This is an optimization exercise on Yosys and OpenROAD, whose aim is small area and a short achievable clock period, not a production implementation.
Function was checked by simulation only, so behaviour that the tests miss may differ from the original.
Power is estimated from default activity; no workload was simulated.

File: flow/run.sh
#!/bin/bash
# synth_recipe.tcl (not shown) runs the flow's synth.tcl, then flattens the netlist and writes it again
# the make line also repeats each setting of config.mk as NAME=value (left out here)
make -C /OpenROAD-flow-scripts/flow DESIGN_CONFIG=/design/flow/config.mk WORK_HOME=/design/flow/orfs CLKGATE_MAP_FILE= SYNTH_SCRIPT=/design/flow/synth_recipe.tcl finish
File: flow/config.mk
export PLATFORM = sky130hd
export DESIGN_NAME = csr_unit
export DESIGN_NICKNAME = csr_unit
export VERILOG_FILES = /design/flow/design.v
export SDC_FILE = /design/flow/constraint.sdc
export NUM_CORES = 4
export LEC_CHECK = 0
export ABC_AREA = 1
export CAP_MARGIN = 20
export CORE_MARGIN = 2
export CORE_UTILIZATION = 40
export SETUP_SLACK_MARGIN = 2.5
export SLEW_MARGIN = 20
File: flow/constraint.sdc
create_clock -name core_clock -period 5.0 [get_ports {clk}]
set_input_delay 1.0000 -clock core_clock [delete_from_list [all_inputs] [get_ports {clk}]]
set_output_delay 1.0000 -clock core_clock [all_outputs]
set_load 0.01 [all_outputs]
File: flow/design.v
module csr_unit (
  input  logic        clk,
  input  logic        rst_n,
  input  logic        req_valid,
  output logic        req_ready,
  input  logic [1:0]  req_op,
  input  logic [11:0] req_addr,
  input  logic [31:0] req_wdata,
  output logic        rsp_valid,
  output logic [31:0] rsp_rdata,
  output logic        rsp_illegal,
  input  logic [1:0]  evt_kind,
  input  logic [3:0]  evt_cause,
  input  logic [31:0] evt_pc,
  input  logic [31:0] evt_tval,
  output logic        redirect_valid,
  output logic [31:0] redirect_pc,
  output logic [1:0]  priv,
  output logic        machine_interrupt
);
  localparam logic [31:0] MISA  = 32'h4014_0100;
  localparam logic [31:0] MS_K  = 32'h0000_19aa;
  localparam logic [31:0] S_INT = 32'h0000_0222;
  logic [31:0] mstatus_k, mie_k, mip_k;         
  logic [31:0] mstatus_r, mie_r, mip_r;         
  logic        v_mstatus, v_mie, v_mip;
  logic [31:0] medeleg_r, mtvec_r, mscratch_r, mepc_r, mcause_r, mtval_r;
  logic [31:0] stvec_r, sscratch_r, sepc_r, scause_r, stval_r;
  logic        v_medeleg, v_mtvec, v_mscratch, v_mepc, v_mcause, v_mtval;
  logic        v_stvec, v_sscratch, v_sepc, v_scause, v_stval;
  logic [1:0]  priv_q;
  logic        mint_q;
  logic [31:0] mstatus, mie, mip;
  logic [31:0] medeleg, mtvec, mscratch, mepc, mcause, mtval;
  logic [31:0] stvec, sscratch, sepc, scause, stval;
  assign mstatus  = (mstatus_k & MS_K)  | (mstatus_r & ~MS_K  & {32{v_mstatus}});
  assign mie      = (mie_k     & S_INT) | (mie_r     & ~S_INT & {32{v_mie}});
  assign mip      = (mip_k     & S_INT) | (mip_r     & ~S_INT & {32{v_mip}});
  assign medeleg  = medeleg_r  & {32{v_medeleg}};
  assign mtvec    = mtvec_r    & {32{v_mtvec}};
  assign mscratch = mscratch_r & {32{v_mscratch}};
  assign mepc     = mepc_r     & {32{v_mepc}};
  assign mcause   = mcause_r   & {32{v_mcause}};
  assign mtval    = mtval_r    & {32{v_mtval}};
  assign stvec    = stvec_r    & {32{v_stvec}};
  assign sscratch = sscratch_r & {32{v_sscratch}};
  assign sepc     = sepc_r     & {32{v_sepc}};
  assign scause   = scause_r   & {32{v_scause}};
  assign stval    = stval_r    & {32{v_stval}};
  assign priv              = priv_q;
  assign machine_interrupt = mint_q;
  logic [3:0] icause, icause_n;
  logic exc, mret, sret, irq, trap, to_s, ent_s, ent_m;
  assign exc   = (evt_kind == 2'd1);
  assign mret  = (evt_kind == 2'd2);
  assign sret  = (evt_kind == 2'd3);
  assign irq   = (evt_kind == 2'd0) && mint_q;
  assign trap  = (evt_kind != 2'd0) || mint_q;
  assign to_s  = exc && (priv_q != 2'b11) && medeleg[evt_cause];
  assign ent_s = to_s;
  assign ent_m = (exc && !to_s) || irq;
  logic ok_s, ok_m;
  logic s_sstatus, s_sie, s_stvec, s_sscratch, s_sepc, s_scause, s_stval, s_sip;
  logic s_mstatus, s_misa, s_medeleg, s_mie, s_mtvec, s_mscratch, s_mepc, s_mcause, s_mtval, s_mip;
  logic legal, xfer;
  assign ok_s = (priv_q != 2'b00);
  assign ok_m = (priv_q == 2'b11);
  assign s_sstatus  = ok_s && (req_addr == 12'h100);
  assign s_sie      = ok_s && (req_addr == 12'h104);
  assign s_stvec    = ok_s && (req_addr == 12'h105);
  assign s_sscratch = ok_s && (req_addr == 12'h140);
  assign s_sepc     = ok_s && (req_addr == 12'h141);
  assign s_scause   = ok_s && (req_addr == 12'h142);
  assign s_stval    = ok_s && (req_addr == 12'h143);
  assign s_sip      = ok_s && (req_addr == 12'h144);
  assign s_mstatus  = ok_m && (req_addr == 12'h300);
  assign s_misa     = ok_m && (req_addr == 12'h301);
  assign s_medeleg  = ok_m && (req_addr == 12'h302);
  assign s_mie      = ok_m && (req_addr == 12'h304);
  assign s_mtvec    = ok_m && (req_addr == 12'h305);
  assign s_mscratch = ok_m && (req_addr == 12'h340);
  assign s_mepc     = ok_m && (req_addr == 12'h341);
  assign s_mcause   = ok_m && (req_addr == 12'h342);
  assign s_mtval    = ok_m && (req_addr == 12'h343);
  assign s_mip      = ok_m && (req_addr == 12'h344);
  assign legal = s_sstatus | s_sie | s_stvec | s_sscratch | s_sepc | s_scause | s_stval | s_sip |
                 s_mstatus | s_misa | s_medeleg | s_mie | s_mtvec | s_mscratch | s_mepc |
                 s_mcause | s_mtval | s_mip;
  assign req_ready = !trap;
  assign xfer      = req_valid && !trap;
  logic [31:0] rdata;
  assign rdata = ({32{s_sstatus}}  & (mstatus & 32'h0000_0122)) |
                 ({32{s_sie}}      & (mie & S_INT)) |
                 ({32{s_stvec}}    & stvec) |
                 ({32{s_sscratch}} & sscratch) |
                 ({32{s_sepc}}     & sepc) |
                 ({32{s_scause}}   & scause) |
                 ({32{s_stval}}    & stval) |
                 ({32{s_sip}}      & (mip & S_INT)) |
                 ({32{s_mstatus}}  & mstatus) |
                 ({32{s_misa}}     & MISA) |
                 ({32{s_medeleg}}  & medeleg) |
                 ({32{s_mie}}      & mie) |
                 ({32{s_mtvec}}    & mtvec) |
                 ({32{s_mscratch}} & mscratch) |
                 ({32{s_mepc}}     & mepc) |
                 ({32{s_mcause}}   & mcause) |
                 ({32{s_mtval}}    & mtval) |
                 ({32{s_mip}}      & mip);
  logic [31:0] act, set;
  assign act = {32{req_op == 2'd0}} | ({32{req_op[0] ^ req_op[1]}} & req_wdata);
  assign set = {32{!req_op[1]}} & req_wdata;
  logic w_sstatus, w_sie, w_stvec, w_sscratch, w_sepc, w_scause, w_stval, w_sip;
  logic w_mstatus, w_medeleg, w_mie, w_mtvec, w_mscratch, w_mepc, w_mcause, w_mtval, w_mip;
  assign w_sstatus  = xfer && s_sstatus;
  assign w_sie      = xfer && s_sie;
  assign w_stvec    = xfer && s_stvec;
  assign w_sscratch = xfer && s_sscratch;
  assign w_sepc     = xfer && s_sepc;
  assign w_scause   = xfer && s_scause;
  assign w_stval    = xfer && s_stval;
  assign w_sip      = xfer && s_sip;
  assign w_mstatus  = xfer && s_mstatus;
  assign w_medeleg  = xfer && s_medeleg;
  assign w_mie      = xfer && s_mie;
  assign w_mtvec    = xfer && s_mtvec;
  assign w_mscratch = xfer && s_mscratch;
  assign w_mepc     = xfer && s_mepc;
  assign w_mcause   = xfer && s_mcause;
  assign w_mtval    = xfer && s_mtval;
  assign w_mip      = xfer && s_mip;
  logic [31:0] ms_w;    
  always_comb begin
    ms_w = (mstatus & ~act) | (set & act);
    if (ms_w[12:11] == 2'b10) ms_w[12:11] = 2'b00;
  end
  logic [31:0] mstatus_n;
  always_comb begin
    mstatus_n = mstatus_k;
    if (ent_s) begin
      mstatus_n[8] = priv_q[0];
      mstatus_n[5] = mstatus_k[1];
      mstatus_n[1] = 1'b0;
    end else if (ent_m) begin
      mstatus_n[12:11] = priv_q;
      mstatus_n[7]     = mstatus_k[3];
      mstatus_n[3]     = 1'b0;
    end else if (mret) begin
      mstatus_n[3]     = mstatus_k[7];
      mstatus_n[7]     = 1'b1;
      mstatus_n[12:11] = 2'b00;
    end else if (sret) begin
      mstatus_n[1] = mstatus_k[5];
      mstatus_n[5] = 1'b1;
      mstatus_n[8] = 1'b0;
    end else if (w_mstatus) begin
      mstatus_n = ms_w;
    end else if (w_sstatus) begin
      mstatus_n[1] = ms_w[1];
      mstatus_n[5] = ms_w[5];
      mstatus_n[8] = ms_w[8];
    end
  end
  logic [1:0] priv_n;
  always_comb begin
    priv_n = priv_q;
    if (ent_s)      priv_n = 2'b01;
    else if (ent_m) priv_n = 2'b11;
    else if (mret)  priv_n = mstatus_k[12:11];
    else if (sret)  priv_n = {1'b0, mstatus_k[8]};
  end
  logic [31:0] mie_n, mip_n;
  always_comb begin
    mie_n = mie;
    if (w_mie)      mie_n = (mie & ~act) | (set & act);
    else if (w_sie) mie_n = (mie & ~(act & S_INT)) | (set & act & S_INT);
    mip_n = mip;
    if (w_mip)      mip_n = (mip & ~act) | (set & act);
    else if (w_sip) mip_n = (mip & ~(act & S_INT)) | (set & act & S_INT);
  end
  logic [31:0] pend_n;
  logic        mint_n;
  assign pend_n = mip_n & mie_n & 32'h0000_0aaa;
  assign mint_n = (|pend_n) && ((priv_n != 2'b11) || mstatus_n[3]);
  always_comb begin
    if      (pend_n[11]) icause_n = 4'd11;
    else if (pend_n[3])  icause_n = 4'd3;
    else if (pend_n[7])  icause_n = 4'd7;
    else if (pend_n[9])  icause_n = 4'd9;
    else if (pend_n[1])  icause_n = 4'd1;
    else                 icause_n = 4'd5;
  end
  always_ff @(posedge clk or negedge rst_n) begin
    if (!rst_n) begin
      mstatus_k <= '0;
      mie_k     <= '0;
      mip_k     <= '0;
      priv_q    <= 2'b11;
      mint_q    <= 1'b0;
      icause    <= 4'd5;
    end else begin
      mstatus_k <= mstatus_n & MS_K;
      mie_k     <= mie_n & S_INT;
      mip_k     <= mip_n & S_INT;
      priv_q    <= priv_n;
      mint_q    <= mint_n;
      icause    <= icause_n;
    end
  end
  always_ff @(posedge clk or negedge rst_n) begin
    if (!rst_n) begin
      v_mstatus  <= 1'b0;
      v_mie      <= 1'b0;
      v_mip      <= 1'b0;
      v_medeleg  <= 1'b0;
      v_mtvec    <= 1'b0;
      v_mscratch <= 1'b0;
      v_mepc     <= 1'b0;
      v_mcause   <= 1'b0;
      v_mtval    <= 1'b0;
      v_stvec    <= 1'b0;
      v_sscratch <= 1'b0;
      v_sepc     <= 1'b0;
      v_scause   <= 1'b0;
      v_stval    <= 1'b0;
    end else begin
      if (w_mstatus)         v_mstatus  <= 1'b1;
      if (w_mie)             v_mie      <= 1'b1;
      if (w_mip)             v_mip      <= 1'b1;
      if (w_medeleg)         v_medeleg  <= 1'b1;
      if (w_mtvec)           v_mtvec    <= 1'b1;
      if (w_mscratch)        v_mscratch <= 1'b1;
      if (ent_m || w_mepc)   v_mepc     <= 1'b1;
      if (ent_m || w_mcause) v_mcause   <= 1'b1;
      if (ent_m || w_mtval)  v_mtval    <= 1'b1;
      if (w_stvec)           v_stvec    <= 1'b1;
      if (w_sscratch)        v_sscratch <= 1'b1;
      if (ent_s || w_sepc)   v_sepc     <= 1'b1;
      if (ent_s || w_scause) v_scause   <= 1'b1;
      if (ent_s || w_stval)  v_stval    <= 1'b1;
    end
  end
  always_ff @(posedge clk) begin
    for (int i = 0; i < 32; i++) begin
      if (!MS_K[i] && w_mstatus && (act[i] || !v_mstatus)) mstatus_r[i] <= set[i];
      if (!S_INT[i] && w_mie && (act[i] || !v_mie))        mie_r[i]     <= set[i];
      if (!S_INT[i] && w_mip && (act[i] || !v_mip))        mip_r[i]     <= set[i];
      if (w_medeleg  && (act[i] || !v_medeleg))  medeleg_r[i]  <= set[i];
      if (w_mtvec    && (act[i] || !v_mtvec))    mtvec_r[i]    <= set[i];
      if (w_mscratch && (act[i] || !v_mscratch)) mscratch_r[i] <= set[i];
      if (w_stvec    && (act[i] || !v_stvec))    stvec_r[i]    <= set[i];
      if (w_sscratch && (act[i] || !v_sscratch)) sscratch_r[i] <= set[i];
    end
    if (ent_m) begin
      mepc_r   <= evt_pc;
      mcause_r <= evt_kind[0] ? {28'd0, evt_cause} : {1'b1, 27'd0, icause};
      mtval_r  <= evt_kind[0] ? evt_tval : 32'd0;
    end else begin
      for (int i = 0; i < 32; i++) begin
        if (w_mepc   && (act[i] || !v_mepc))   mepc_r[i]   <= set[i];
        if (w_mcause && (act[i] || !v_mcause)) mcause_r[i] <= set[i];
        if (w_mtval  && (act[i] || !v_mtval))  mtval_r[i]  <= set[i];
      end
    end
    if (ent_s) begin
      sepc_r   <= evt_pc;
      scause_r <= {28'd0, evt_cause};
      stval_r  <= evt_tval;
    end else begin
      for (int i = 0; i < 32; i++) begin
        if (w_sepc   && (act[i] || !v_sepc))   sepc_r[i]   <= set[i];
        if (w_scause && (act[i] || !v_scause)) scause_r[i] <= set[i];
        if (w_stval  && (act[i] || !v_stval))  stval_r[i]  <= set[i];
      end
    end
  end
  logic [31:0] target;
  always_ff @(posedge clk or negedge rst_n) begin
    if (!rst_n) begin
      rsp_valid      <= 1'b0;
      redirect_valid <= 1'b0;
    end else begin
      rsp_valid      <= xfer;
      redirect_valid <= trap;
    end
  end
  always_ff @(posedge clk) begin
    rsp_rdata   <= rdata;
    rsp_illegal <= !legal;
    redirect_pc <= target;
  end
  logic [29:0] vt;
  logic [4:0]  vt_lo;
  logic [25:0] vt_hi1;
  logic        t_m, t_v, t_s;
  assign vt_lo  = {1'b0, mtvec[5:2]} + {1'b0, icause};
  assign vt_hi1 = mtvec[31:6] + 26'd1;
  assign vt     = {vt_lo[4] ? vt_hi1 : mtvec[31:6], vt_lo[3:0]};
  assign t_v    = (evt_kind == 2'd0) && mtvec[0];
  assign t_m    = ((evt_kind == 2'd0) && !mtvec[0]) || (exc && !to_s);
  assign t_s    = exc && to_s;
  assign target = ({32{t_m}}  & {mtvec[31:2], 2'b00}) |
                  ({32{t_v}}  & {vt, 2'b00}) |
                  ({32{t_s}}  & {stvec[31:2], 2'b00}) |
                  ({32{mret}} & mepc) |
                  ({32{sret}} & sepc);
endmodule
==> summary.txt, run 1 <==
first-pass iteration count of the detailed router 6; Finished Cell Area 35300 sq um; largest net degree at the start of global routing 86; Top-Level Pins 190; clock latency (worst-skew pair) 0.64 ns; Cell Pwr Density 307 nW/um^2; DR iter-0 viols 4943; Mean Syn Cell Area 8.60 sq um; TritonCTS clock tree yes; Leakage 14.7 nW; Slew @ Worst Pin 1.14 ns; P&R area growth vs syn 26.4%; Synth Instances 3252; Starting Density 40.5%; sequential share of the synthesized area 53.5%; H-Tree Depth 2; Placement Setup Slack 0.888 ns; Vias 27713; share of cells above drive strength 1 17.6%; cell row count 96; Async SR Flop Fraction 6.54%; vias per cell 6.18; most common cell after layout, fill and taps aside nand2_1; Finish-stage setup viols 0; VDD IR-drop max 0.288 mV; Congestion Overflow GR 0; delay of the slowest cell on the worst path 0.57 ns; Root Buffer Master clkbuf_16; Core Footprint 68900 sq um; post-route setup TNS 0 ns; Critical Path Start v_mtvec; FILL cells 6422; Switch Pwr 2.87 mW; Synth top area share 43.7%; R2R cell count 16; Reg clk slew, reported paths 0.06 ns; CTS buffer count 58; initial antenna violation count 6; worst flop-to-flop path startpoint v_mtvec; Vert. Die Dim 268 um; startpoint types flip-flop; fin crit period 2.65 ns; global-route wire length before repair 185 mm; CTS Hold Buffers Added 0; placed instance area 30900 sq um; most frequent cells in the layout nand2_1 (611), edfxtp_1 (407), nor2_1 (284); final clock period utilization by the worst path 53.1%; area of the multi-input gates 11900 sq um; Layout Nets 3624; post-DP HPWL 83.0 mm; WL/cell 29.9 um; vias in the first global route 25237; GPL Wtd Cong 0.979; die area 72000 sq um; Slew HR 24.3%; worst setup margin 2.35 ns; clk sinks 535; DIE WIDTH 268 um; drt drc 0; final hold viol count 0; syn_nets 3377; unrepaired setup endpoints after global routing true; post-route ant nets 0; #FFs+latches synth 535; slowest stage cell, crit path dfrtp_4; Comb power frac 12.2%; Max FO, Critical Path 6; Clock Tree Buf Depth 3; Yosys cell types 56; arrival time worst endpoint 3.17 ns; Buffers on Ports 189; Sw Ratio 26.4%; FF+latch area 15000 sq um; CP Capture Type flip-flop; Primary FF master, synth edfxtp_1; R2R setup slack 2.35 ns; largest cells by area after synthesis edfxtp_1 (44%), nand2_1 (8.7%), dfxtp_1 (6.7%); status finished clean; WP data required 5.52 ns; Final Skew 0.0181 ns; Pint 7.99 mW; Max Cap Viol 0; cell taking the most area after synthesis edfxtp_1; Ys Warns 1; Final Max Slew Viols 0; clock power share 41.0%; EDFF count, synth 407; critical path type reg -> reg; worst min-delay path class in -> async; Reg power frac 46.8%; DRT Wirelength 134 mm; critical-path cell list buf_12 -> buf_6 -> nand2_4 -> inv_4 -> ha_4 -> nand2_4 -> nand2_8 -> buf_6 -> nand3_4 -> nor2_4 -> inv_2 -> nor2_4 -> nand2_2 -> xor2_1 -> nand2_1 -> nand3_2; GRT Total Usage 36.4%; Max Fclk 0.377 GHz; Syn Std Cell Area 28000 sq um
synthesized netlist by cell type (24+ instances only):
library cell,n
buf_2,72
o21ai_1,24
nor2_1,312
o211ai_1,39
o21ai_0,308
edfxtp_1,407
inv_1,270
clkbuf_1,118
a22o_1,28
nand4_1,46
dfrtp_1,32
a21oi_1,286
dfxtp_1,93
nand2_1,650
nand3_1,262
registers in the layout, indices dropped and copies added, names as in the netlist, 32 cells and up:
signal	count
mcause_r	32
medeleg_r	32
mepc_r	32
mscratch_r	32
mtval_r	32
mtvec_r	32
redirect_pc	32
rsp_rdata	32
scause_r	32
sepc_r	32
sscratch_r	32
stval_r	32
stvec_r	32
power groups by stage:
stage	logic (mW)	clock network (mW)	registers (mW)
floorplan	0.642	0	5.14
global placement	1.12	0	5.18
detailed placement	1.13	0	5.18
CTS	1.22	4.46	5.08
global route	1.39	4.62	5.09
finish	1.32	4.45	5.09
critical path, delay by kind of cell, from the launching register on:
family | cells | cell delay (ns)
simple gates | 9 | 0.92
flops | 1 | 0.57
xor+xnor | 1 | 0.16
buf+inv | 5 | 0.58
fa+ha+maj | 1 | 0.28
per-layer routing:
metal / share of wire [%] / up-vias / global-route usage (%)
li1: - / 11728 / -
met1: 37 / 13124 / 49.7
met2: 41 / 2419 / 51.9
met3: 16 / 438 / 11.8
met4: 6.0 / 4 / 17.7
met5: 0.017 / - / 0
stage by stage:
step	utilization [%]	instances	power, mW	hold slack, ns
6_report	51.2	4482	10.9	0.456
5_1_grt	51.2	4480	11.1	0.494
4_1_cts	50.1	4435	10.8	0.460
3_5_place_dp	44.9	4242	6.31	0.449
3_3_place_gp	44.9	4242	6.30	0.445
2_1_floorplan	-	3252	5.79	0.432
cell type report:
class / instances / area share, %
inverters: 294 / 3.42
diodes: 4 / 0.0283
repair buffers: 402 / 11.7
repair inverters: 3 / 0.0814
clock buffers: 77 / 4.48
well taps: 931 / 3.30
multi-input cells: 2205 / 33.6
clock inverters: 31 / 0.938
flip-flops and latches: 535 / 42.4
worst paths after layout:
kind	end
max	redirect_pc[25]
min	v_sepc
max reg2reg	redirect_pc[25]
min reg2reg	scause_r[4]
max in group asynchronous	v_mtvec
min in group core_clock	scause_r[4]
repair_timing:
item / CTS / global route
setup buffers: 76 / 41
gates resized for setup: 280 / 139
setup endpoints to repair: 721 / 525
hold endpoints to repair: 0 / 0
pin swaps: 49 / 51
cloned: 9 / 2
logic make-up after synthesis:
| logic type | count (synthesis) | share of synthesized area, % |
|---|---|---|
| AND/OR/NAND/NOR | 1366 | 21.4 |
| XOR/XNOR | 2 | 0.0627 |
| AO/OA/AOI/OAI | 831 | 17.0 |
| adder cells (fa/ha/maj) | 6 | 0.295 |
| flip-flops | 535 | 53.5 |
| buffers and inverters | 512 | 7.63 |
==> inputs of run 2 (changes only) <==
==> flow/flow/run.sh (new file) <==
#!/bin/bash
# The standard layout, with plain sky130_fd_sc_hd__buf_2 cells as the
# input and output port buffers (buffer_ports otherwise picks a slow delay
# buffer). The flow's full output goes to standard.log.
set -euo pipefail
export BUFFER_PORTS_ARGS="-buffer_cell sky130_fd_sc_hd__buf_2"
bash standard.sh > standard.log 2>&1
==> flow/standard.sh (new file) <==
#!/bin/bash
# synth_recipe.tcl (not shown) runs the flow's synth.tcl, then flattens the netlist and writes it again
# the make line also repeats each setting of config.mk as NAME=value (left out here)
make -C /OpenROAD-flow-scripts/flow DESIGN_CONFIG=/design/flow/config.mk WORK_HOME=/design/flow/orfs CLKGATE_MAP_FILE= SYNTH_SCRIPT=/design/flow/synth_recipe.tcl "${@:-finish}"
removed: flow/run.sh
==> summary.txt, run 2 <==
Finish-stage setup viols 0 (unchanged); EDFF count, synth 407 (unchanged); worst setup margin 2.50 ns (+0.154 ns); post-synthesis mux area share 0% (unchanged); CP delay by family, top simple AND/OR/NAND/NOR gates; post-synthesis adder-cell area fraction 0.295% (unchanged); #FFs+latches synth 535 (unchanged); first-pass iteration count of the detailed router 6 (unchanged); Clock Tree Buf Depth 3 (unchanged); Slew @ Worst Pin 1.17 ns (+0.0347 ns); fin crit period 2.50 ns (-0.154 ns); largest family of logic cells by synthesized area simple AND/OR/NAND/NOR gates; most common cell after layout, fill and taps aside nand2_1; Congestion Overflow GR 0 (unchanged); DRT Wirelength 133 mm (-1.1%); placed instance area 30000 sq um (-3.1%); status finished clean; area of the multi-input gates 11400 sq um (-4.1%); WL/cell 30.0 um (+0.52%); global-route wire length before repair 183 mm (-1.2%); Core Footprint 68900 sq um (unchanged); VDD IR-drop max 0.248 mV (-14%); XOR/XNOR Fraction of Synth Area 0.0627% (unchanged); most frequent cells in the layout nand2_1 (627), edfxtp_1 (407), nor2_1 (298); slowest stage cell, crit path nor2_1; Slew HR 21.7% (-2.6 points); Yosys cell types 56 (unchanged); largest net degree at the start of global routing 91 (+5.8%); DR iter-0 viols 4554 (-7.9%); Buffers on Ports 189 (unchanged); clk sinks 535 (unchanged); Async SR Flop Fraction 6.54% (unchanged); clock latency (worst-skew pair) 0.66 ns (+0.02 ns); sequential share of the synthesized area 53.5% (unchanged); Reg power frac 47.6% (+0.8 points); crit-path most repeated cell buf_4; Top-Level Pins 190 (unchanged); final non-filler cell total 4412 (-1.6%); Pint 7.84 mW (-1.9%); Max FO, Critical Path 22 (+16); drt drc 0 (unchanged); Layout Nets 3556 (-1.9%); total power 10.7 mW (-1.2%); Compound-Gate Fraction of Synth Area 17.0% (unchanged); P&R area growth vs syn 18.6%; Starting Density 40.5% (unchanged); H-Tree Depth 2 (unchanged); Switch Pwr 2.89 mW (+0.92%); post-route setup TNS 0 ns (unchanged); Final Skew 0.0393 ns (+0.0212 ns); die area 72000 sq um (unchanged); cell taking the most area after synthesis edfxtp_1; unrepaired setup endpoints after global routing true; Core Util, Final 48.1% (-3.2 points); Leakage 13.9 nW (-5.4%); DIE WIDTH 268 um (unchanged); vias per cell 6.24 (+0.99%); Vias 27549 (-0.59%); delay of the slowest cell on the worst path 0.93 ns (+0.36 ns); Max Cap Viol 0 (unchanged); Critical path buffers and inverters 3 (-2); count leader, synth nand2_1; Finished Cell Area 33200 sq um (-6.2%); CTS Hold Buffers Added 0 (unchanged); share of cells above drive strength 1 18.9% (+1.3 points); GPL Wtd Cong 1.01 (+3.1%); initial antenna violation count 11 (+5); startpoint types input port; placed cell count 4240 (-0.047%); clock power share 41.5% (+0.5 points); TritonCTS clock tree yes; Syn Std Cell Area 28000 sq um (unchanged); syn_nets 3377 (unchanged); synth cell count leaders nand2_1 (650), edfxtp_1 (407), nor2_1 (312); GRT Total Usage 35.9% (-0.50 points); Cell Pwr Density 324 nW/um^2 (+5.3%); WP data required 5.48 ns (-0.04 ns); worst min-delay path class in -> async; Final Max Slew Viols 0 (unchanged); Vert. Die Dim 268 um (unchanged); critical path type in -> reg; cell row count 96 (unchanged); Placement Setup Slack 1.32 ns (+0.435 ns); final hold viol count 0 (unchanged); post-route ant nets 0 (unchanged); FILL cells 6648 (+3.5%); Reg clk slew, reported paths 0.07 ns (about the same); Synth Area in Simple Gates 21.4% (unchanged); largest cells by area after synthesis edfxtp_1 (44%), nand2_1 (8.7%), dfxtp_1 (6.7%); Ys Warns 1 (unchanged); vias in the first global route 25224 (-0.052%); Synth Instances 3252 (unchanged); Synth top area share 43.7% (unchanged); Mean Syn Cell Area 8.60 sq um (unchanged); arrival time worst endpoint 2.98 ns (-0.19 ns); Comb power frac 10.9% (-1.3 points); Max Fclk 0.400 GHz (+6.1%); critical-path cell list buf_2 -> buf_4 -> buf_4 -> nor2_1 -> nand2_1 -> o21ai_0; CTS buffer count 58 (unchanged); FF+latch area 15000 sq um (about the same); final clock period utilization by the worst path 50.0% (-3.1 points); post-DP HPWL 84.1 mm (+1.3%); Primary FF master, synth edfxtp_1; CP Capture Type flip-flop; Root Buffer Master clkbuf_16; worst hold slack 0.441 ns (-0.0145 ns); Sw Ratio 27.0% (+0.55 points)
run 2: path summary, 6_finish.rpt:
check / startpoint / to / slack [ns] / cells after the start
setup / recovery: req_op[1] / sepc_r[27] / 2.50 / 6
hold / removal: rst_n / v_sepc / 0.44 / 2
setup reg to reg: priv_q[0] / rsp_rdata[0] / 2.50 / 7
hold reg to reg: scause_r[4] / scause_r[4] / 0.46 / 2
max in group asynchronous: rst_n / v_medeleg / 3.97 / 2
min in group core_clock: scause_r[4] / scause_r[4] / 0.46 / 2
run 2: layer usage:
layer / wire length, um / part of all wire, % / vias up / track usage (%)
met4: 8140 / 6.1 / 10 / 18.7
li1: - / - / 11595 / -
met3: 21600 / 16 / 492 / 11.9
met5: 62 / 0.047 / - / 0
met1: 48500 / 37 / 13047 / 48.7
met2: 54200 / 41 / 2405 / 50.9
run 2: cell families after synthesis:
family / Yosys count
AO/OA/AOI/OAI: 831
XOR/XNOR: 2
flip-flops: 535
AND/OR/NAND/NOR: 1366
buffers and inverters: 512
adder cells (fa/ha/maj): 6
run 2: what timing repair did:
| action | CTS | global route |
|---|---|---|
| pin swaps | 15 | 14 |
| buffers inserted | 37 | 20 |
| resized for setup | 64 | 104 |
| setup endpoints to repair | 541 | 360 |
| gates cloned | 2 | 3 |
run 2: worst reg2reg max path, delay by kind of cell, from the launching register on:
kind | cells | cell delay [ns]
AOI/OAI and AO/OA | 2 | 0.62
buffers and inverters | 1 | 0.21
DFF | 1 | 0.61
and+or+nand+nor | 4 | 1.00
run 2: area by class of cell:
cell class,count,area share (%)
clock inverter,28,0.879
antenna,2,0.0151
clock buffer,80,4.90
multi-input combinational,2205,34.4
timing repair buffer,335,7.52
sequential,535,45.2
tap,931,3.51
inverter,294,3.60
timing repair inverter,2,0.0528
run 2: power by group through the flow:
stage / combinational (mW) / sequential [mW] / clock (mW)
6_report: 1.17 / 5.11 / 4.46
5_1_grt: 1.24 / 5.11 / 4.61
4_1_cts: 1.09 / 5.10 / 4.45
3_5_place_dp: 1.04 / 5.19 / 0
3_3_place_gp: 1.03 / 5.19 / 0
2_1_floorplan: 0.642 / 5.14 / 0
==> inputs of run 3 (changes only) <==
--- a/flow/design.v
+++ b/flow/design.v
@@ -242,34 +242,37 @@
   end
+  logic ew_mstatus, ew_mie, ew_mip, ew_medeleg, ew_mtvec, ew_mscratch, ew_stvec, ew_sscratch;
+  logic ew_mepc, ew_mcause, ew_mtval, ew_sepc, ew_scause, ew_stval;
+  assign ew_mstatus  = w_mstatus  && !v_mstatus;
+  assign ew_mie      = w_mie      && !v_mie;
+  assign ew_mip      = w_mip      && !v_mip;
+  assign ew_medeleg  = w_medeleg  && !v_medeleg;
+  assign ew_mtvec    = w_mtvec    && !v_mtvec;
+  assign ew_mscratch = w_mscratch && !v_mscratch;
+  assign ew_stvec    = w_stvec    && !v_stvec;
+  assign ew_sscratch = w_sscratch && !v_sscratch;
+  assign ew_mepc     = ent_m || (w_mepc   && !v_mepc);
+  assign ew_mcause   = ent_m || (w_mcause && !v_mcause);
+  assign ew_mtval    = ent_m || (w_mtval  && !v_mtval);
+  assign ew_sepc     = ent_s || (w_sepc   && !v_sepc);
+  assign ew_scause   = ent_s || (w_scause && !v_scause);
+  assign ew_stval    = ent_s || (w_stval  && !v_stval);
+  logic [31:0] mcause_t, mtval_t;
+  assign mcause_t = evt_kind[0] ? {28'd0, evt_cause} : {1'b1, 27'd0, icause};
+  assign mtval_t  = evt_kind[0] ? evt_tval : 32'd0;
   always_ff @(posedge clk) begin
     for (int i = 0; i < 32; i++) begin
-      if (!MS_K[i] && w_mstatus && (act[i] || !v_mstatus)) mstatus_r[i] <= set[i];
-      if (!S_INT[i] && w_mie && (act[i] || !v_mie))        mie_r[i]     <= set[i];
-      if (!S_INT[i] && w_mip && (act[i] || !v_mip))        mip_r[i]     <= set[i];
-      if (w_medeleg  && (act[i] || !v_medeleg))  medeleg_r[i]  <= set[i];
-      if (w_mtvec    && (act[i] || !v_mtvec))    mtvec_r[i]    <= set[i];
-      if (w_mscratch && (act[i] || !v_mscratch)) mscratch_r[i] <= set[i];
-      if (w_stvec    && (act[i] || !v_stvec))    stvec_r[i]    <= set[i];
-      if (w_sscratch && (act[i] || !v_sscratch)) sscratch_r[i] <= set[i];
-    end
-    if (ent_m) begin
-      mepc_r   <= evt_pc;
-      mcause_r <= evt_kind[0] ? {28'd0, evt_cause} : {1'b1, 27'd0, icause};
-      mtval_r  <= evt_kind[0] ? evt_tval : 32'd0;
-    end else begin
-      for (int i = 0; i < 32; i++) begin
-        if (w_mepc   && (act[i] || !v_mepc))   mepc_r[i]   <= set[i];
-        if (w_mcause && (act[i] || !v_mcause)) mcause_r[i] <= set[i];
-        if (w_mtval  && (act[i] || !v_mtval))  mtval_r[i]  <= set[i];
-      end
-    end
-    if (ent_s) begin
-      sepc_r   <= evt_pc;
-      scause_r <= {28'd0, evt_cause};
-      stval_r  <= evt_tval;
-    end else begin
-      for (int i = 0; i < 32; i++) begin
-        if (w_sepc   && (act[i] || !v_sepc))   sepc_r[i]   <= set[i];
-        if (w_scause && (act[i] || !v_scause)) scause_r[i] <= set[i];
-        if (w_stval  && (act[i] || !v_stval))  stval_r[i]  <= set[i];
-      end
+      if (!MS_K[i]  && ((w_mstatus && act[i]) || ew_mstatus)) mstatus_r[i] <= set[i];
+      if (!S_INT[i] && ((w_mie && act[i]) || ew_mie))         mie_r[i]     <= set[i];
+      if (!S_INT[i] && ((w_mip && act[i]) || ew_mip))         mip_r[i]     <= set[i];
+      if ((w_medeleg  && act[i]) || ew_medeleg)  medeleg_r[i]  <= set[i];
+      if ((w_mtvec    && act[i]) || ew_mtvec)    mtvec_r[i]    <= set[i];
+      if ((w_mscratch && act[i]) || ew_mscratch) mscratch_r[i] <= set[i];
+      if ((w_stvec    && act[i]) || ew_stvec)    stvec_r[i]    <= set[i];
+      if ((w_sscratch && act[i]) || ew_sscratch) sscratch_r[i] <= set[i];
+      if ((w_mepc   && act[i]) || ew_mepc)   mepc_r[i]   <= trap ? evt_pc[i]   : set[i];
+      if ((w_mcause && act[i]) || ew_mcause) mcause_r[i] <= trap ? mcause_t[i] : set[i];
+      if ((w_mtval  && act[i]) || ew_mtval)  mtval_r[i]  <= trap ? mtval_t[i]  : set[i];
+      if ((w_sepc   && act[i]) || ew_sepc)   sepc_r[i]   <= trap ? evt_pc[i]   : set[i];
+      if ((w_scause && act[i]) || ew_scause) scause_r[i] <= trap ? ((i < 4) ? evt_cause[i % 4] : 1'b0) : set[i];
+      if ((w_stval  && act[i]) || ew_stval)  stval_r[i]  <= trap ? evt_tval[i] : set[i];
     end
==> flow/flow/run.sh (replaced) <==
#!/bin/bash
# The standard layout, with plain sky130_fd_sc_hd__buf_1 cells as the
# input and output port buffers (buffer_ports otherwise picks a slow delay
# buffer); timing repair sizes them up where needed. The flow's full output
# goes to standard.log.
set -euo pipefail
export BUFFER_PORTS_ARGS="-buffer_cell sky130_fd_sc_hd__buf_1"
bash standard.sh > standard.log 2>&1
--- a/flow/config.mk
+++ b/flow/config.mk
@@ -11,2 +11,3 @@
 export CORE_UTILIZATION = 40
+export CTS_BUF_LIST = sky130_fd_sc_hd__clkbuf_8
 export SETUP_SLACK_MARGIN = 2.5
==> summary.txt, run 3 <==
Cell Pwr Density 323 nW/um^2 (-0.24%); die area 68100 sq um (-5.4%); Max Cap Viol 0 (unchanged); Slew HR 31.7% (+10 points); Yosys cell types 53 (-5.4%); slowest stage cell, crit path nor2_4; Switch Pwr 2.85 mW (-1.5%); Synth Instances 2891 (-11%); initial antenna violation count 7 (-4); status finished clean; arrival time worst endpoint 1.66 ns (-1.32 ns); CTS buffer count 92 (+59%); Vert. Die Dim 261 um (-2.7%); unrepaired setup endpoints after global routing true; Top-Level Pins 190 (unchanged); Clock Tree Buf Depth 3 (unchanged); Final Skew 0.0362 ns (-0.00306 ns); Reg power frac 50.6% (+3.0 points); worst min-delay path class in -> async; most common cell after layout, fill and taps aside nand2_1; Root Buffer Master clkbuf_8; syn_nets 3016 (-11%); CP Capture Type primary output; post-route ant nets 0 (unchanged); CTS Hold Buffers Added 0 (unchanged); Placement Setup Slack 0.874 ns (-0.450 ns); Sw Ratio 28.2% (+1.3 points); clock power share 38.7% (-2.8 points); DRT Wirelength 119 mm (-10%); Comb power frac 10.6% (-0.3 points); Ys Warns 1 (unchanged); Max FO, Critical Path 4 (-82%); synth cell count leaders nand2_1 (555), edfxtp_1 (435), o21ai_0 (316); cell row count 94 (-2.1%); Primary FF master, synth edfxtp_1; P&R area growth vs syn 18.2%; largest cells by area after synthesis edfxtp_1 (49%), nand2_1 (7.9%), o21ai_0 (6.0%); drt drc 0 (unchanged); most frequent cells in the layout nand2_1 (537), edfxtp_1 (435), a21oi_1 (289); startpoint types input port; critical path type in -> out; GRT Total Usage 34.2% (-1.7 points); sequential share of the synthesized area 57.7% (+4.1 points); first-pass iteration count of the detailed router 8 (+2); global-route wire length before repair 166 mm (-9.6%); post-DP HPWL 72.7 mm (-14%); vias in the first global route 24288 (-3.7%); Leakage 12.3 nW (-11%); Reg clk slew, reported paths 0.06 ns (about the same); DR iter-0 viols 3978 (-13%); final non-filler cell total 4057 (-8.0%); Synth top area share 49.4% (+5.7 points); Starting Density 40.3% (-0.27 points); VDD IR-drop max 0.182 mV (-27%); Syn Std Cell Area 26400 sq um (-5.5%); count leader, synth nand2_1; largest net degree at the start of global routing 60 (-34%); clk sinks 535 (unchanged); WP data required 4.00 ns (-1.48 ns); Mean Syn Cell Area 9.14 sq um (+6.4%); Max Fclk 0.376 GHz (-6.0%); critical-path cell list buf_12 -> nor2_4 -> nand2_8 -> buf_16 -> inv_16 -> buf_6; Async SR Flop Fraction 6.54% (unchanged); WL/cell 29.2 um (-2.6%); Layout Nets 3236 (-9.0%); Vias 25249 (-8.3%); Buffers on Ports 189 (unchanged); Slew @ Worst Pin 1.02 ns (-0.149 ns); placed cell count 3798 (-10%); post-route setup TNS 0 ns (unchanged); #FFs+latches synth 535 (unchanged); fin crit period 2.66 ns (+0.160 ns); Pint 7.24 mW (-7.6%); Core Footprint 65600 sq um (-4.8%); clock latency (worst-skew pair) 0.75 ns (+0.09 ns); final hold viol count 0 (unchanged); Congestion Overflow GR 0 (unchanged); FILL cells 6351 (-4.5%); TritonCTS clock tree yes; Finish-stage setup viols 0 (unchanged); GPL Wtd Cong 0.982 (-2.7%); EDFF count, synth 435 (+6.9%); share of cells above drive strength 1 14.8% (-4.2 points); Final Max Slew Viols 0 (unchanged); final clock period utilization by the worst path 53.2% (+3.2 points); DIE WIDTH 261 um (-2.7%); cell taking the most area after synthesis edfxtp_1; worst setup margin 2.34 ns (-0.160 ns); vias per cell 6.22 (-0.33%); delay of the slowest cell on the worst path 0.17 ns (-0.76 ns); H-Tree Depth 3 (+1)
[run 3: changes by cell type after synthesis, sizes merged, moves of 11 or more]
cell,change
nor3,+14
edfxtp,+28
clkbuf,+21
o211ai,-29
dfxtp,-28
inv,-38
nor2,-165
o22ai,-11
buf,-17
a22o,+19
nand2,-119
[run 3: cells by family (layout without fill, tap and decap cells)]
logic type	after synthesis	count (layout)	synth area share, %
other	0	2	0
xor gates and xnor gates	1	1	0.0331
adders and majority gates	6	6	0.312
and+or+nand+nor	1098	1098	18.3
AOI/OAI and AO/OA	782	782	16.3
buffers and inverters	469	769	7.30
DFF	535	535	57.7
[run 3: path summary, 6_finish.rpt]
kind                               from            end  slack, ns  depth (start not counted)
setup / recovery            evt_kind[0]      req_ready       2.34                          6
hold / removal                    rst_n      v_mstatus       0.42                          1
setup reg to reg              v_medeleg  rsp_rdata[16]       2.47                          8
hold reg to reg            mstatus_k[8]   mstatus_k[8]       0.50                          2
max in group asynchronous         rst_n        v_stvec       3.80                          1
min in group core_clock    mstatus_k[8]   mstatus_k[8]       0.50                          2
[run 3: what timing repair did]
item	in CTS	in global routing
endpoints found under the setup margin	641	323
setup buffers	50	27
gates cloned	4	1
gates resized for setup	111	88
pin swaps	17	25
endpoints found under the hold margin	0	0
[run 3: layout make-up]
cell class,count,area (sq um),area share (%)
clock buffer,105,1450,4.62
tap,864,1080,3.46
antenna,2,5.00,0.0160
clock inverter,69,317,1.01
multi-input combinational,1887,9830,31.5
timing repair inverter,2,17.5,0.0561
inverter,247,997,3.19
timing repair buffer,346,2290,7.34
sequential,535,15300,48.8
[run 3: power by group through the flow]
stage	logic (mW)	registers (mW)	clock network [mW]
floorplan	0.512	5.18	0
global placement	0.884	5.20	0
detailed placement	0.902	5.20	0
CTS	1.00	5.11	3.91
global route	1.12	5.12	4.08
finish	1.07	5.11	3.91
[run 3: routing by layer]
metal	vias to the layer above	share of wire, %	track usage [%]	wire, um
met5	-	0.021	0	25
met4	4	6.8	21.2	8030
met3	462	14	10.6	16600
met2	2094	43	50.4	50500
met1	12150	37	43.9	43500
li1	10539	-	-	-
[run 3: stage by stage]
step | hold slack [ns] | utilization [%] | total power [mW] | instance area [sq um]
2_1_floorplan | 0.435 | - | 5.69 | 26700
3_3_place_gp | 0.470 | 42.6 | 6.08 | 28000
3_5_place_dp | 0.480 | 42.7 | 6.11 | 28000
4_1_cts | 0.466 | 46.8 | 10.0 | 30700
5_1_grt | 0.463 | 47.6 | 10.3 | 31200
6_report | 0.423 | 47.6 | 10.1 | 31200
[run 3: critical path, delay by kind of cell]
kind                   cells  cell delay, ns
and+or+nand+nor            2            0.24
buffers and inverters      4            0.40
==> inputs of run 4 (changes only) <==
--- a/flow/config.mk
+++ b/flow/config.mk
@@ -12,3 +12,3 @@
 export CTS_BUF_LIST = sky130_fd_sc_hd__clkbuf_8
-export SETUP_SLACK_MARGIN = 2.5
+export SETUP_SLACK_MARGIN = 2.4
 export SLEW_MARGIN = 20
==> summary.txt, run 4 <==
status finished clean; GRT Total Usage 33.6% (-0.55 points); worst setup margin 2.31 ns (-0.0299 ns); Primary FF master, synth edfxtp_1; critical path type in -> out; Core Footprint 65600 sq um (unchanged); Slew @ Worst Pin 1.22 ns (+0.198 ns); clock power share 39.0% (+0.3 points); most common cell after layout, fill and taps aside nand2_1; Finish-stage setup viols 0 (unchanged); Layout Nets 3238 (+0.062%); Slew HR 18.7% (-13 points); placed cell count 3804 (+0.16%); Vias 25018 (-0.91%); Max Fclk 0.372 GHz (-1.1%); drt drc 0 (unchanged); first-pass iteration count of the detailed router 9 (+1); CTS buffer count 92 (unchanged); WL/cell 28.9 um (-1.1%); Starting Density 40.3% (unchanged); Final Skew 0.0248 ns (-0.0114 ns); Vert. Die Dim 261 um (unchanged); H-Tree Depth 3 (unchanged); VDD IR-drop max 0.183 mV (+1.0%); vias per cell 6.17 (-0.91%); EDFF count, synth 435 (unchanged); Leakage 12.3 nW (-0.44%); arrival time worst endpoint 1.69 ns (+0.03 ns); Switch Pwr 2.75 mW (-3.7%); Final Max Slew Viols 0 (unchanged); Clock Tree Buf Depth 3 (unchanged); unrepaired setup endpoints after global routing true; fin crit period 2.69 ns (+0.0299 ns); clock latency (worst-skew pair) 0.72 ns (-0.03 ns); FILL cells 6370 (+0.30%); Comb power frac 10.2% (-0.4 points); startpoint types input port; synth cell count leaders nand2_1 (555), edfxtp_1 (435), o21ai_0 (316); Reg power frac 50.8% (+0.2 points); cell row count 94 (unchanged); Pint 7.31 mW (+0.90%); Synth Instances 2891 (unchanged); Synth top area share 49.4% (unchanged); Root Buffer Master clkbuf_8; Async SR Flop Fraction 6.54% (unchanged); DIE WIDTH 261 um (unchanged); Placement Setup Slack 0.975 ns (+0.102 ns); post-DP HPWL 73.7 mm (+1.3%); Sw Ratio 27.3% (-0.93 points); largest net degree at the start of global routing 67 (+12%); Congestion Overflow GR 0 (unchanged); GPL Wtd Cong 0.995 (+1.4%); Max FO, Critical Path 3 (-1); P&R area growth vs syn 17.5%; initial antenna violation count 7 (unchanged); DRT Wirelength 117 mm (-1.1%); Reg clk slew, reported paths 0.06 ns (about the same); clk sinks 535 (unchanged); final clock period utilization by the worst path 53.8% (+0.60 points); Cell Pwr Density 324 nW/um^2 (+0.25%); TritonCTS clock tree yes; WP data required 4.00 ns (about the same); Top-Level Pins 190 (unchanged); most frequent cells in the layout nand2_1 (544), edfxtp_1 (435), a21oi_1 (296); post-route ant nets 0 (unchanged); cell taking the most area after synthesis edfxtp_1; share of cells above drive strength 1 13.5% (-1.3 points); worst min-delay path class in -> async; #FFs+latches synth 535 (unchanged); Ys Warns 1 (unchanged); total power 10.1 mW (-0.39%); die area 68100 sq um (unchanged); Buffers on Ports 189 (unchanged); final non-filler cell total 4057 (unchanged); syn_nets 3016 (unchanged); worst hold slack 0.354 ns (-0.0682 ns); Syn Std Cell Area 26400 sq um (unchanged); count leader, synth nand2_1; Mean Syn Cell Area 9.14 sq um (unchanged); Max Cap Viol 0 (unchanged); sequential share of the synthesized area 57.7% (unchanged); final hold viol count 0 (unchanged); post-route setup TNS 0 ns (unchanged); DR iter-0 viols 3871 (-2.7%); vias in the first global route 23754 (-2.2%); CP Capture Type primary output; largest cells by area after synthesis edfxtp_1 (49%), nand2_1 (7.9%), o21ai_0 (6.0%); Yosys cell types 53 (unchanged); global-route wire length before repair 164 mm (-0.70%)
[run 4: metrics by stage]
step | util, % | area, sq um
finish | 47.3 | 31000
global route | 47.3 | 31000
CTS | 46.4 | 30400
detailed placement | 42.6 | 27900
global placement | 42.6 | 27900
floorplan | - | 26500
[run 4: logic make-up (layout without fill, tap and decap cells)]
logic type | count (synthesis) | in the layout | synth area share (%)
other | 0 | 2 | 0
xor gates and xnor gates | 1 | 1 | 0.0331
buffers and inverters | 469 | 768 | 7.30
AOI/OAI and AO/OA | 782 | 782 | 16.3
and+or+nand+nor | 1098 | 1099 | 18.3
adders and majority gates | 6 | 6 | 0.312
DFF | 535 | 535 | 57.7
[run 4: final timing paths]
kind	slack, ns	end	startpoint	cells past startpoint
worst max-delay path	2.31	req_ready	evt_kind[0]	6
min in group core_clock	0.49	mstatus_k[8]	mstatus_k[8]	2
worst max register to register	2.39	redirect_pc[13]	v_mtvec	11
worst min register to register	0.49	mstatus_k[8]	mstatus_k[8]	2
worst min-delay path	0.35	redirect_valid	rst_n	2
max in group asynchronous	4.20	v_mepc	rst_n	2
[run 4: what timing repair did]
item                                   in CTS  in global routing
hold buffers                                0                  0
setup endpoints to repair                 348                300
setup buffers                              50                 23
endpoints found under the hold margin       0                  0
gates cloned                                1                  2
pin swaps                                  15                 12
resized for setup                          66                126
[run 4: worst max-delay path: stages]
cell and delay (ns):
buf_12 0.11, buf_8 0.11, nor2_4 0.17, nand2_8 0.11, inv_12 0.09, buf_6 0.10
[run 4: routing by layer]
| layer | GRT usage, % | vias up | routed length, um |
|---|---|---|---|
| met1 | 44.5 | 12008 | 44000 |
| met3 | 10.3 | 432 | 16700 |
| met2 | 49.4 | 2029 | 50000 |
| met4 | 18.1 | 4 | 6610 |
| li1 | - | 10545 | - |
| met5 | 0 | - | 34 |
[run 4: power by group through the flow]
stage               logic (mW)  registers, mW  clock network [mW]
detailed placement       0.900           5.20                   0
finish                    1.02           5.11                3.92
global placement         0.881           5.20                   0
floorplan                0.494           5.18                   0
CTS                      0.940           5.11                3.94
global route              1.08           5.12                4.14
[run 4: final cells by class]
class                      instances  area (sq um)  area share, %
inverter                         247           986           3.18
sequential                       535         15300           49.1
antenna                            2          5.00         0.0161
multi-input combinational       1888          9670           31.2
timing repair inverter             1          8.76         0.0282
clock inverter                    63           290          0.935
timing repair buffer             348          2250           7.25
tap                              864          1080           3.48
clock buffer                     109          1500           4.83
==> inputs of run 5 (changes only) <==
--- a/flow/design.v
+++ b/flow/design.v
@@ -90,21 +90,3 @@
   assign xfer      = req_valid && !trap;
-  logic [31:0] rdata;
-  assign rdata = ({32{s_sstatus}}  & (mstatus & 32'h0000_0122)) |
-                 ({32{s_sie}}      & (mie & S_INT)) |
-                 ({32{s_stvec}}    & stvec) |
-                 ({32{s_sscratch}} & sscratch) |
-                 ({32{s_sepc}}     & sepc) |
-                 ({32{s_scause}}   & scause) |
-                 ({32{s_stval}}    & stval) |
-                 ({32{s_sip}}      & (mip & S_INT)) |
-                 ({32{s_mstatus}}  & mstatus) |
-                 ({32{s_misa}}     & MISA) |
-                 ({32{s_medeleg}}  & medeleg) |
-                 ({32{s_mie}}      & mie) |
-                 ({32{s_mtvec}}    & mtvec) |
-                 ({32{s_mscratch}} & mscratch) |
-                 ({32{s_mepc}}     & mepc) |
-                 ({32{s_mcause}}   & mcause) |
-                 ({32{s_mtval}}    & mtval) |
-                 ({32{s_mip}}      & mip);
+  logic [31:0] out_d, out_q;
   logic [31:0] act, set;
@@ -279,3 +261,2 @@
   end
-  logic [31:0] target;
   always_ff @(posedge clk or negedge rst_n) begin
@@ -290,6 +271,7 @@
   always_ff @(posedge clk) begin
-    rsp_rdata   <= rdata;
+    out_q       <= out_d;
     rsp_illegal <= !legal;
-    redirect_pc <= target;
   end
+  assign rsp_rdata   = out_q;
+  assign redirect_pc = out_q;
   logic [29:0] vt;
@@ -301,10 +283,46 @@
   assign vt     = {vt_lo[4] ? vt_hi1 : mtvec[31:6], vt_lo[3:0]};
-  assign t_v    = (evt_kind == 2'd0) && mtvec[0];
-  assign t_m    = ((evt_kind == 2'd0) && !mtvec[0]) || (exc && !to_s);
+  assign t_v    = irq && mtvec[0];
+  assign t_m    = (irq && !mtvec[0]) || (exc && !to_s);
   assign t_s    = exc && to_s;
-  assign target = ({32{t_m}}  & {mtvec[31:2], 2'b00}) |
-                  ({32{t_v}}  & {vt, 2'b00}) |
-                  ({32{t_s}}  & {stvec[31:2], 2'b00}) |
-                  ({32{mret}} & mepc) |
-                  ({32{sret}} & sepc);
+  logic r_sstatus, r_sie, r_stvec, r_sscratch, r_sepc, r_scause, r_stval, r_sip;
+  logic r_mstatus, r_misa, r_medeleg, r_mie, r_mtvec, r_mscratch, r_mepc, r_mcause, r_mtval, r_mip;
+  assign r_sstatus  = s_sstatus  && !trap;
+  assign r_sie      = s_sie      && !trap;
+  assign r_stvec    = s_stvec    && !trap;
+  assign r_sscratch = s_sscratch && !trap;
+  assign r_sepc     = s_sepc     && !trap;
+  assign r_scause   = s_scause   && !trap;
+  assign r_stval    = s_stval    && !trap;
+  assign r_sip      = s_sip      && !trap;
+  assign r_mstatus  = s_mstatus  && !trap;
+  assign r_misa     = s_misa     && !trap;
+  assign r_medeleg  = s_medeleg  && !trap;
+  assign r_mie      = s_mie      && !trap;
+  assign r_mtvec    = s_mtvec    && !trap;
+  assign r_mscratch = s_mscratch && !trap;
+  assign r_mepc     = s_mepc     && !trap;
+  assign r_mcause   = s_mcause   && !trap;
+  assign r_mtval    = s_mtval    && !trap;
+  assign r_mip      = s_mip      && !trap;
+  assign out_d = ({32{r_sstatus}}  & (mstatus & 32'h0000_0122)) |
+                 ({32{r_sie}}      & (mie & S_INT)) |
+                 ({32{r_stvec}}    & stvec) |
+                 ({32{t_s}}        & {stvec[31:2], 2'b00}) |
+                 ({32{r_sscratch}} & sscratch) |
+                 ({32{r_sepc || sret}} & sepc) |
+                 ({32{r_scause}}   & scause) |
+                 ({32{r_stval}}    & stval) |
+                 ({32{r_sip}}      & (mip & S_INT)) |
+                 ({32{r_mstatus}}  & mstatus) |
+                 ({32{r_misa}}     & MISA) |
+                 ({32{r_medeleg}}  & medeleg) |
+                 ({32{r_mie}}      & mie) |
+                 ({32{r_mtvec}}    & mtvec) |
+                 ({32{t_m}}        & {mtvec[31:2], 2'b00}) |
+                 ({32{t_v}}        & {vt, 2'b00}) |
+                 ({32{r_mscratch}} & mscratch) |
+                 ({32{r_mepc || mret}} & mepc) |
+                 ({32{r_mcause}}   & mcause) |
+                 ({32{r_mtval}}    & mtval) |
+                 ({32{r_mip}}      & mip);
 endmodule
==> summary.txt, run 5 <==
#FFs+latches synth 503 (-6.0%); final clock period utilization by the worst path 52.8% (-0.98 points); Critical path buffers and inverters 4 (unchanged); Synth top area share 49.6% (+0.15 points); worst hold stages 2; first-pass iteration count of the detailed router 6 (-3); GRT Total Usage 30.7% (-2.9 points); Synth Instances 3010 (+4.1%); Crit path depth 12 (+6); clock latency (worst-skew pair) 0.70 ns (-0.02 ns); critical-path cell list buf_1 -> inv_1 -> nor2_1 -> nand2_1 -> nor2_2 -> nand3_2 -> clkinvlp_4 -> buf_12 -> nand3_1 -> nand4_1 -> nor2_1 -> nand3_1; unrepaired setup endpoints after global routing true; die area 67900 sq um (-0.31%); fin crit period 2.64 ns (-0.0491 ns); placed instance area 27500 sq um (-1.7%); Max Cap Viol 0 (unchanged); Final Skew 0.0404 ns (+0.0155 ns); VDD IR-drop max 0.174 mV (-5.2%); DR iter-0 viols 3570 (-7.8%); Top-Level Pins 190 (unchanged); Syn Std Cell Area 26300 sq um (-0.31%); post-DP HPWL 73.2 mm (-0.64%); Max FO, Critical Path 12 (+9); Finished Cell Area 30300 sq um (-2.4%); post-route ant nets 0 (unchanged); Max Fclk 0.379 GHz (+1.9%); arrival time worst endpoint 3.26 ns (+1.57 ns); TritonCTS clock tree yes; largest cells by area after synthesis edfxtp_1 (50%), nand2_1 (9.5%), a21oi_1 (5.5%); H-Tree Depth 3 (unchanged); WL/cell 25.8 um (-11%); Slew HR 17.7% (-1.0 points); EDFF count, synth 435 (unchanged); share of cells above drive strength 1 13.4% (-0.036 points); count leader, synth nand2_1; Ys Warns 1 (unchanged); Mean Syn Cell Area 8.75 sq um (-4.3%); vias per cell 5.81 (-5.8%); sequential share of the synthesized area 55.4% (-2.3 points); Layout Nets 3316 (+2.4%); Async SR Flop Fraction 6.96% (+0.42 points); Final Max Slew Viols 0 (unchanged); Cell Pwr Density 318 nW/um^2 (-1.7%); Clock Tree Buf Depth 3 (unchanged); final hold viol count 0 (unchanged); cell taking the most area after synthesis edfxtp_1; Yosys cell types 57 (+7.5%); worst min-delay path class reg -> reg; delay of the slowest cell on the worst path 0.34 ns (+0.17 ns); DRT Wirelength 106 mm (-9.2%); DIE WIDTH 261 um (-0.15%); global-route wire length before repair 150 mm (-8.5%); slowest stage cell, crit path nand3_2; GPL Wtd Cong 0.987 (-0.83%); Core Footprint 65500 sq um (-0.18%); Finish-stage setup viols 0 (unchanged); drt drc 0 (unchanged); most common cell after layout, fill and taps aside nand2_1; Vert. Die Dim 261 um (-0.15%); Leakage 12.3 nW (+0.41%); worst setup margin 2.36 ns (+0.0491 ns); largest net degree at the start of global routing 59 (-12%); Placement Setup Slack 0.855 ns (-0.121 ns); WP data required 5.62 ns (+1.62 ns); Reg clk slew, reported paths 0.06 ns (about the same); Congestion Overflow GR 0 (unchanged); Root Buffer Master clkbuf_8; status finished clean; Primary FF master, synth edfxtp_1; synth cell count leaders nand2_1 (667), edfxtp_1 (435), a21oi_1 (292); syn_nets 3135 (+3.9%); most frequent cells in the layout nand2_1 (652), edfxtp_1 (435), inv_1 (290); vias in the first global route 21869 (-7.9%); post-route setup TNS 0 ns (unchanged); startpoint types input port; clk sinks 503 (-6.0%); R2R cell count 14 (+3); cell row count 94 (unchanged); Starting Density 40.2% (-0.054 points); CP Capture Type flip-flop; CP delay by family, top simple AND/OR/NAND/NOR gates; initial antenna violation count 3 (-4); critical path type in -> reg; P&R area growth vs syn 15.0%; CTS buffer count 86 (-6.5%); Vias 23967 (-4.2%); CTS Hold Buffers Added 0 (unchanged); Buffers on Ports 189 (unchanged); Slew @ Worst Pin 1.23 ns (+0.0106 ns)
## run 5: cell count changes after synthesis, sizes merged, moves of 9 or more
cell    before  now
a22o        47    1
a21oi      314  305
nor2       172  251
buf         83  129
nand2      561  681
o21ai      352  309
inv        246  295
clkbuf     139  106
nor3        41   29
nand3      266  286
nand4       44   71
dfxtp       65   33
a31oi       19    1
## run 5: path summary, 6_finish.rpt
path	end	slack [ns]	from
worst min-delay path	out_q[9]	0.46	stvec_r[9]
max in group asynchronous	v_mtvec	3.75	rst_n
worst min register to register	out_q[9]	0.46	stvec_r[9]
worst max register to register	out_q[21]	2.45	priv_q[0]
min in group asynchronous	mstatus_k[3]	0.49	rst_n
worst max-delay path	out_q[12]	2.36	req_addr[2]
## run 5: cell families after synthesis
logic type / Yosys count / share of synthesized area, %
buf+inv: 530 / 8.87
fa+ha+maj: 6 / 0.313
xor+xnor: 3 / 0.0997
compound gates: 636 / 12.5
flops: 503 / 55.4
simple gates: 1332 / 22.8
## run 5: power breakdown
| part | switching, mW | leakage, nW | internal, mW | total (mW) |
|---|---|---|---|---|
| Sequential | 0.0942 | 4.67 | 4.78 | 4.87 |
| Clock | 1.80 | 0.911 | 1.83 | 3.63 |
| Combinational | 0.856 | 6.76 | 0.285 | 1.14 |
| Total | 2.75 | 12.3 | 6.89 | 9.64 |
## run 5: metrics by stage
stage | hold slack, ns | utilization, % | std cells | total power [mW]
2_1_floorplan | 0.435 | - | 3010 | 5.55
3_3_place_gp | 0.440 | 41.9 | 3902 | 5.97
3_5_place_dp | 0.448 | 42.0 | 3902 | 5.98
4_1_cts | 0.459 | 45.2 | 4088 | 9.58
5_1_grt | 0.491 | 46.3 | 4124 | 9.90
6_report | 0.456 | 46.3 | 4124 | 9.64
## run 5: timing repair
action | CTS | global route
setup endpoints to repair | 589 | 277
gates resized for setup | 65 | 81
pin swaps | 9 | 20
setup buffers | 26 | 34
cloned | 4 | 1
## run 5: cell type report
class	instances	area (sq um)
fill	6355	35200
sequential	503	14600
multi-input combinational	1980	9830
timing repair buffer	323	2000
clock buffer	94	1290
inverter	295	1150
tap	864	1080
clock inverter	62	320
timing repair inverter	2	17.5
antenna	1	2.50
## run 5: worst reg2reg max path: stages, from the launching register on
cell	delay, ns
dfstp_2	0.58
inv_2	0.06
nand2_1	0.12
nand2_1	0.11
nor2_4	0.13
buf_12	0.14
nand2_1	0.15
nor3_4	0.37
buf_4	0.23
nand2_1	0.06
nand2_1	0.06
nor2_1	0.09
nand3_1	0.24
nor2_1	0.08
nand3_1	0.08
## run 5: metal layers
metal / part of all wire, % / track usage (%) / vias to the layer above
met3: 14 / 9.04 / 218
met1: 40 / 43.6 / 11434
met5: 0.029 / 0 / -
li1: - / - / 10559
met4: 3.9 / 11.3 / 4
met2: 42 / 44.2 / 1752

==> re-timing with driven ports <==
The flow's constraints put no driver on any port. The routed layouts listed below were extracted and timed again, unchanged, in two steps.
Step 1 assumes that a clkbuf_16 drives the clock port and a buf_2 every other input.
Step 2, shift: input delay + t, output delay - t, t = (earliest + latest rising clock arrival at the registers) / 2. This alone moves slack from input paths to output paths.
a / b / c = ideal ports / drivers / drivers and shift; a / b = the first two.
run	shift t [ns]	setup WS [ns]	worst slew at a driven data input, ns
run 1	0.699	2.346 / 2.346 / 1.742	0.05
run 2	0.705	2.500 / 2.481 / 1.835	0.07
run 3	0.791	2.340 / 2.291 / 1.724	0.06
run 4	0.760	2.310 / 2.253 / 1.558	0.07
run 5	0.738	2.359 / 2.343 / 1.605	0.11
After both steps every run listed still meets setup and hold. For run 5, which loses most, drivers alone change the setup slack by -0.016 ns; drivers and shift together by -0.754 ns.
